Context: an optimization exercise on an open-source flow, tuned for small area. The choices shown serve that exercise and are no tape-out recipe. The RTL was checked by simulation tests, not by an equivalence proof against the original design. Power and IR drop assume default switching activity.

==> inputs of trial 45 <==
==> flow/design.v <==
package data_memory_pkg;
    localparam int unsigned DefDataWidth = 32;
    localparam int unsigned DefDepth     = 64;
    localparam int unsigned DefAddrWidth = $clog2(DefDepth);
endpackage
module data_memory #(
    parameter int unsigned DATA_WIDTH = data_memory_pkg::DefDataWidth,
    parameter int unsigned DEPTH      = data_memory_pkg::DefDepth
) (
    input  logic                  clk,
    input  logic                  reset,
    input  logic                  Mem_read,
    input  logic                  Mem_write,
    input  logic [31:0]           addr,
    input  logic [DATA_WIDTH-1:0] write_data,
    output logic [DATA_WIDTH-1:0] Read_data
);
    localparam int unsigned AddrWidth = $clog2(DEPTH);
    localparam int unsigned LoWidth   = AddrWidth / 2;
    localparam int unsigned HiWidth   = AddrWidth - LoWidth;
    localparam int unsigned LoCount   = 1 << LoWidth;
    localparam int unsigned HiCount   = 1 << HiWidth;
    logic                  in_range;
    logic                  wr_en;
    logic                  rd_en;
    logic [LoWidth-1:0]    lo_idx;
    logic [HiWidth-1:0]    hi_idx;
    logic [LoCount-1:0]    lo_wr;
    logic [LoCount-1:0]    lo_rd;
    logic [HiCount-1:0]    hi;
    logic [1:0]            we   [DEPTH];
    logic [1:0]            we_n [DEPTH];
    logic [1:0]            rsel [DEPTH];
    logic [DATA_WIDTH-1:0] q [DEPTH];
    assign in_range = (addr < 32'(DEPTH));
    assign wr_en    = Mem_write & in_range;
    assign rd_en    = Mem_read & in_range;
    assign lo_idx   = addr[LoWidth-1:0];
    assign hi_idx   = addr[AddrWidth-1:LoWidth];
    always_comb begin
        for (int i = 0; i < int'(LoCount); i++) begin
            lo_wr[i]   = wr_en & (lo_idx == LoWidth'(i));
            lo_rd[i]   = rd_en & (lo_idx == LoWidth'(i));
        end
        for (int i = 0; i < int'(HiCount); i++) begin
            hi[i]   = (hi_idx == HiWidth'(i));
        end
    end
    for (genvar w = 0; w < int'(DEPTH); w++) begin : g_ctl
        data_memory_ctl u_ctl (
            .clk     (clk),
            .reset   (reset),
            .lo_wr   (lo_wr[w % LoCount]),
            .lo_rd   (lo_rd[w % LoCount]),
            .hi      (hi[w / LoCount]),
            .we      (we[w]),
            .we_n    (we_n[w]),
            .rsel    (rsel[w])
        );
    end
    for (genvar w = 0; w < int'(DEPTH); w++) begin : g_word
        for (genvar b = 0; b < int'(DATA_WIDTH); b++) begin : g_bit
            data_memory_bit u_bit (
                .clk  (clk),
                .we   (we[w][b / (DATA_WIDTH / 2)]),
                .we_n (we_n[w][b / (DATA_WIDTH / 2)]),
                .wd   (write_data[b]),
                .q    (q[w][b])
            );
        end
    end
    for (genvar b = 0; b < int'(DATA_WIDTH); b++) begin : g_rd
        logic [DEPTH-1:0] col;
        logic [DEPTH-1:0] sel;
        for (genvar w = 0; w < int'(DEPTH); w++) begin : g_col
            assign col[w] = q[w][b];
            assign sel[w] = rsel[w][b / (DATA_WIDTH / 2)];
        end
        data_memory_rdbit #(.DEPTH(DEPTH)) u_rd (
            .sel (sel),
            .d   (col),
            .y   (Read_data[b])
        );
    end
endmodule
module data_memory_ctl (
    input  logic       clk,
    input  logic       reset,
    input  logic       lo_wr,
    input  logic       lo_rd,
    input  logic       hi,
    output logic [1:0] we,
    output logic [1:0] we_n,
    output logic [1:0] rsel
);
    logic valid;
    always_ff @(posedge clk or negedge reset) begin
        if (!reset) begin
            valid <= 1'b0;
        end else begin
            valid <= valid | we[0];
        end
    end
    for (genvar h = 0; h < 2; h++) begin : g_half
        data_memory_sel u_sel (
            .lo_wr   (lo_wr),
            .lo_rd   (lo_rd),
            .hi      (hi),
            .valid   (valid),
            .we      (we[h]),
            .we_n    (we_n[h]),
            .rsel    (rsel[h])
        );
    end
endmodule
module data_memory_sel (
    input  logic lo_wr,
    input  logic lo_rd,
    input  logic hi,
    input  logic valid,
    output logic we,
    output logic we_n,
    output logic rsel
);
    assign we   = lo_wr & hi;
    assign we_n = ~(lo_wr & hi);
    assign rsel = lo_rd & hi & valid;
endmodule
module data_memory_bit (
    input  logic clk,
    input  logic we,
    input  logic we_n,
    input  logic wd,
    output logic q
);
    always_ff @(posedge clk) begin
        q <= (we & wd) | (we_n & q);
    end
endmodule
module data_memory_rdbit #(
    parameter int unsigned DEPTH = 64
) (
    input  logic [DEPTH-1:0] sel,
    input  logic [DEPTH-1:0] d,
    output logic             y
);
    localparam int unsigned Full   = DEPTH / 3;
    localparam int unsigned Rest   = DEPTH % 3;
    localparam int unsigned Groups = Full + (Rest != 0 ? 1 : 0);
    logic [Groups-1:0] grp_n;
    for (genvar g = 0; g < int'(Full); g++) begin : g_grp
        data_memory_aoi3 u_aoi (
            .s   (sel[3*g +: 3]),
            .d   (d[3*g +: 3]),
            .y_n (grp_n[g])
        );
    end
    if (Rest != 0) begin : g_rest
        assign grp_n[Groups-1] = ~|(sel[DEPTH-1 -: Rest] & d[DEPTH-1 -: Rest]);
    end
    assign y = ~&grp_n;
endmodule
module data_memory_aoi3 (
    input  logic [2:0] s,
    input  logic [2:0] d,
    output logic       y_n
);
    assign y_n = ~|(s & d);
endmodule
==> flow/run.sh <==
#!/bin/bash
# synth_recipe.tcl (not shown) runs the flow's synth.tcl, then flattens the netlist and writes it again
# the make line also repeats each setting of config.mk as NAME=value (left out here)
make -C /OpenROAD-flow-scripts/flow DESIGN_CONFIG=/design/flow/config.mk WORK_HOME=/design/flow/orfs CLKGATE_MAP_FILE= SYNTH_SCRIPT=/design/flow/synth_recipe.tcl finish
==> flow/config.mk <==
export PLATFORM = sky130hd
export DESIGN_NAME = data_memory
export DESIGN_NICKNAME = data_memory
export VERILOG_FILES = /design/flow/design.v
export SDC_FILE = /design/flow/constraint.sdc
export NUM_CORES = 4
export LEC_CHECK = 0
export CAP_MARGIN = 20
export CORE_MARGIN = 2
export CORE_UTILIZATION = 70
export CTS_BUF_LIST = sky130_fd_sc_hd__clkbuf_8
export CTS_CLUSTER_DIAMETER = 60
export CTS_CLUSTER_SIZE = 16
export SLEW_MARGIN = 20
export SYNTH_HIERARCHICAL = 1
export SYNTH_MINIMUM_KEEP_SIZE = 0
==> flow/constraint.sdc <==
create_clock -name core_clock -period 10.0 [get_ports {clk}]
set_input_delay 2.0000 -clock core_clock [delete_from_list [all_inputs] [get_ports {clk}]]
set_output_delay 2.0000 -clock core_clock [all_outputs]
set_load 0.01 [all_outputs]
==> build 34: changes against trial 45 <==
==> flow/design.v, changed modules only <==
module data_memory #(
    parameter int unsigned DATA_WIDTH = data_memory_pkg::DefDataWidth,
    parameter int unsigned DEPTH      = data_memory_pkg::DefDepth
) (
    input  logic                  clk,
    input  logic                  reset,
    input  logic                  Mem_read,
    input  logic                  Mem_write,
    input  logic [31:0]           addr,
    input  logic [DATA_WIDTH-1:0] write_data,
    output logic [DATA_WIDTH-1:0] Read_data
);
    localparam int unsigned AddrWidth = $clog2(DEPTH);
    localparam int unsigned LoWidth   = AddrWidth / 2;
    localparam int unsigned HiWidth   = AddrWidth - LoWidth;
    localparam int unsigned LoCount   = 1 << LoWidth;
    localparam int unsigned HiCount   = 1 << HiWidth;
    logic                  in_range;
    logic                  wr_en;
    logic                  rd_en;
    logic [LoWidth-1:0]    lo_idx;
    logic [HiWidth-1:0]    hi_idx;
    logic [LoCount-1:0]    lo_wr;
    logic [LoCount-1:0]    lo_wr_n;
    logic [LoCount-1:0]    lo_rd;
    logic [HiCount-1:0]    hi;
    logic [HiCount-1:0]    hi_n;
    logic [DEPTH-1:0]      we;
    logic [DEPTH-1:0]      we_n;
    logic [DEPTH-1:0]      rsel;
    logic [DATA_WIDTH-1:0] q [DEPTH];
    assign in_range = (addr < 32'(DEPTH));
    assign wr_en    = Mem_write & in_range;
    assign rd_en    = Mem_read & in_range;
    assign lo_idx   = addr[LoWidth-1:0];
    assign hi_idx   = addr[AddrWidth-1:LoWidth];
    always_comb begin
        for (int i = 0; i < int'(LoCount); i++) begin
            lo_wr[i]   = wr_en & (lo_idx == LoWidth'(i));
            lo_wr_n[i] = ~lo_wr[i];
            lo_rd[i]   = rd_en & (lo_idx == LoWidth'(i));
        end
        for (int i = 0; i < int'(HiCount); i++) begin
            hi[i]   = (hi_idx == HiWidth'(i));
            hi_n[i] = ~hi[i];
        end
    end
    for (genvar w = 0; w < int'(DEPTH); w++) begin : g_ctl
        data_memory_ctl u_ctl (
            .clk     (clk),
            .reset   (reset),
            .lo_wr   (lo_wr[w % LoCount]),
            .lo_wr_n (lo_wr_n[w % LoCount]),
            .lo_rd   (lo_rd[w % LoCount]),
            .hi      (hi[w / LoCount]),
            .hi_n    (hi_n[w / LoCount]),
            .we      (we[w]),
            .we_n    (we_n[w]),
            .rsel    (rsel[w])
        );
    end
    for (genvar w = 0; w < int'(DEPTH); w++) begin : g_word
        for (genvar b = 0; b < int'(DATA_WIDTH); b++) begin : g_bit
            data_memory_bit u_bit (
                .clk  (clk),
                .we   (we[w]),
                .we_n (we_n[w]),
                .wd   (write_data[b]),
                .q    (q[w][b])
            );
        end
    end
    for (genvar b = 0; b < int'(DATA_WIDTH); b++) begin : g_rd
        logic [DEPTH-1:0] col;
        for (genvar w = 0; w < int'(DEPTH); w++) begin : g_col
            assign col[w] = q[w][b];
        end
        data_memory_rdbit #(.DEPTH(DEPTH)) u_rd (
            .sel (rsel),
            .d   (col),
            .y   (Read_data[b])
        );
    end
endmodule
module data_memory_ctl (
    input  logic clk,
    input  logic reset,
    input  logic lo_wr,
    input  logic lo_wr_n,
    input  logic lo_rd,
    input  logic hi,
    input  logic hi_n,
    output logic we,
    output logic we_n,
    output logic rsel
);
    logic valid;
    assign we   = ~(lo_wr_n | hi_n);
    assign we_n = ~(lo_wr & hi);
    always_ff @(posedge clk or negedge reset) begin
        if (!reset) begin
            valid <= 1'b0;
        end else begin
            valid <= valid | we;
        end
    end
    assign rsel = lo_rd & hi & valid;
endmodule
// module data_memory_sel removed
Settings changed: CORE_UTILIZATION 70 to 50, CTS_CLUSTER_DIAMETER 60 to default, CTS_CLUSTER_SIZE 16 to default.
==> summary of the runs <==
In flip-flop and latch count, trial 45 and build 34 do not differ. Against trial 45, the critical path depth of build 34 is higher by 2. In build 34 the total power is larger than in trial 45, by about 26%. Of trial 45 and build 34, build 34 has the higher clock-buffer cell count (gap 277). Wire length: build 34 is larger than trial 45 (about 20%). In trial 45 the worst setup slack is better than in build 34, by 290 ps. Of build 34 and trial 45, build 34 has the higher via count (gap about 1.1%, measured against trial 45).
==> figures <==
                                                         build 34        trial 45
Outcome                                            finished clean  finished clean
Synthesized net count                                        5523            5696
Total cell area at the placement stage                  76600 µm²       75300 µm²
Worst Setup Slack, final                                   587 ps          881 ps
Clock buffer count in the final layout                        441             164
DRT met1 WL                                             119000 µm        93000 µm
Inverters excl. clock                                           8               0
Overall die width                                          380 µm          325 µm
Met2 track demand over resource in global routing           55.3%           62.8%
Chip height                                                380 µm          325 µm
Starting utilization of the core area                       50.2%           70.6%
Well-Tap Cells                                               1890            1368
Int Pwr                                                   12.6 mW         10.0 mW
Synth Area in Simple Gates                                  3.77%           6.16%
Nets                                                         6250            6019
Crit path DAT                                             7410 ps         7120 ps

-- separate check: timing with driven ports --
The results above use ideal ports. As a check the final layouts listed here were re-extracted and re-timed, cells and wires unchanged.
Step 1: set_driving_cell puts a clkbuf_16 on clk and a buf_2 on each other input, an assumption about the parent block.
Step 2 adds t to the input delays and takes it off the output delays; t is the mean of the earliest and latest rising clock arrival at the registers after step 1. Input paths then give back, and output paths get back, about the clock's delay inside the block.
a / b / c = ideal ports / drivers / drivers and shift; a / b = the first two.
| run | t, ns | setup WS [ns] | slew at the worst register clock pin (ns) |
|---|---|---|---|
| trial 45 | 0.980 | 0.881 / 0.847 / 0.847 | 0.11 / 0.11 |
| build 34 | 1.081 | 0.587 / 0.563 / 0.563 | 0.07 / 0.07 |
After both steps setup and hold are still met in every run listed. The setup slack of trial 45, which loses most, moves by -0.034 ns with the drivers and by -0.034 ns with both steps.
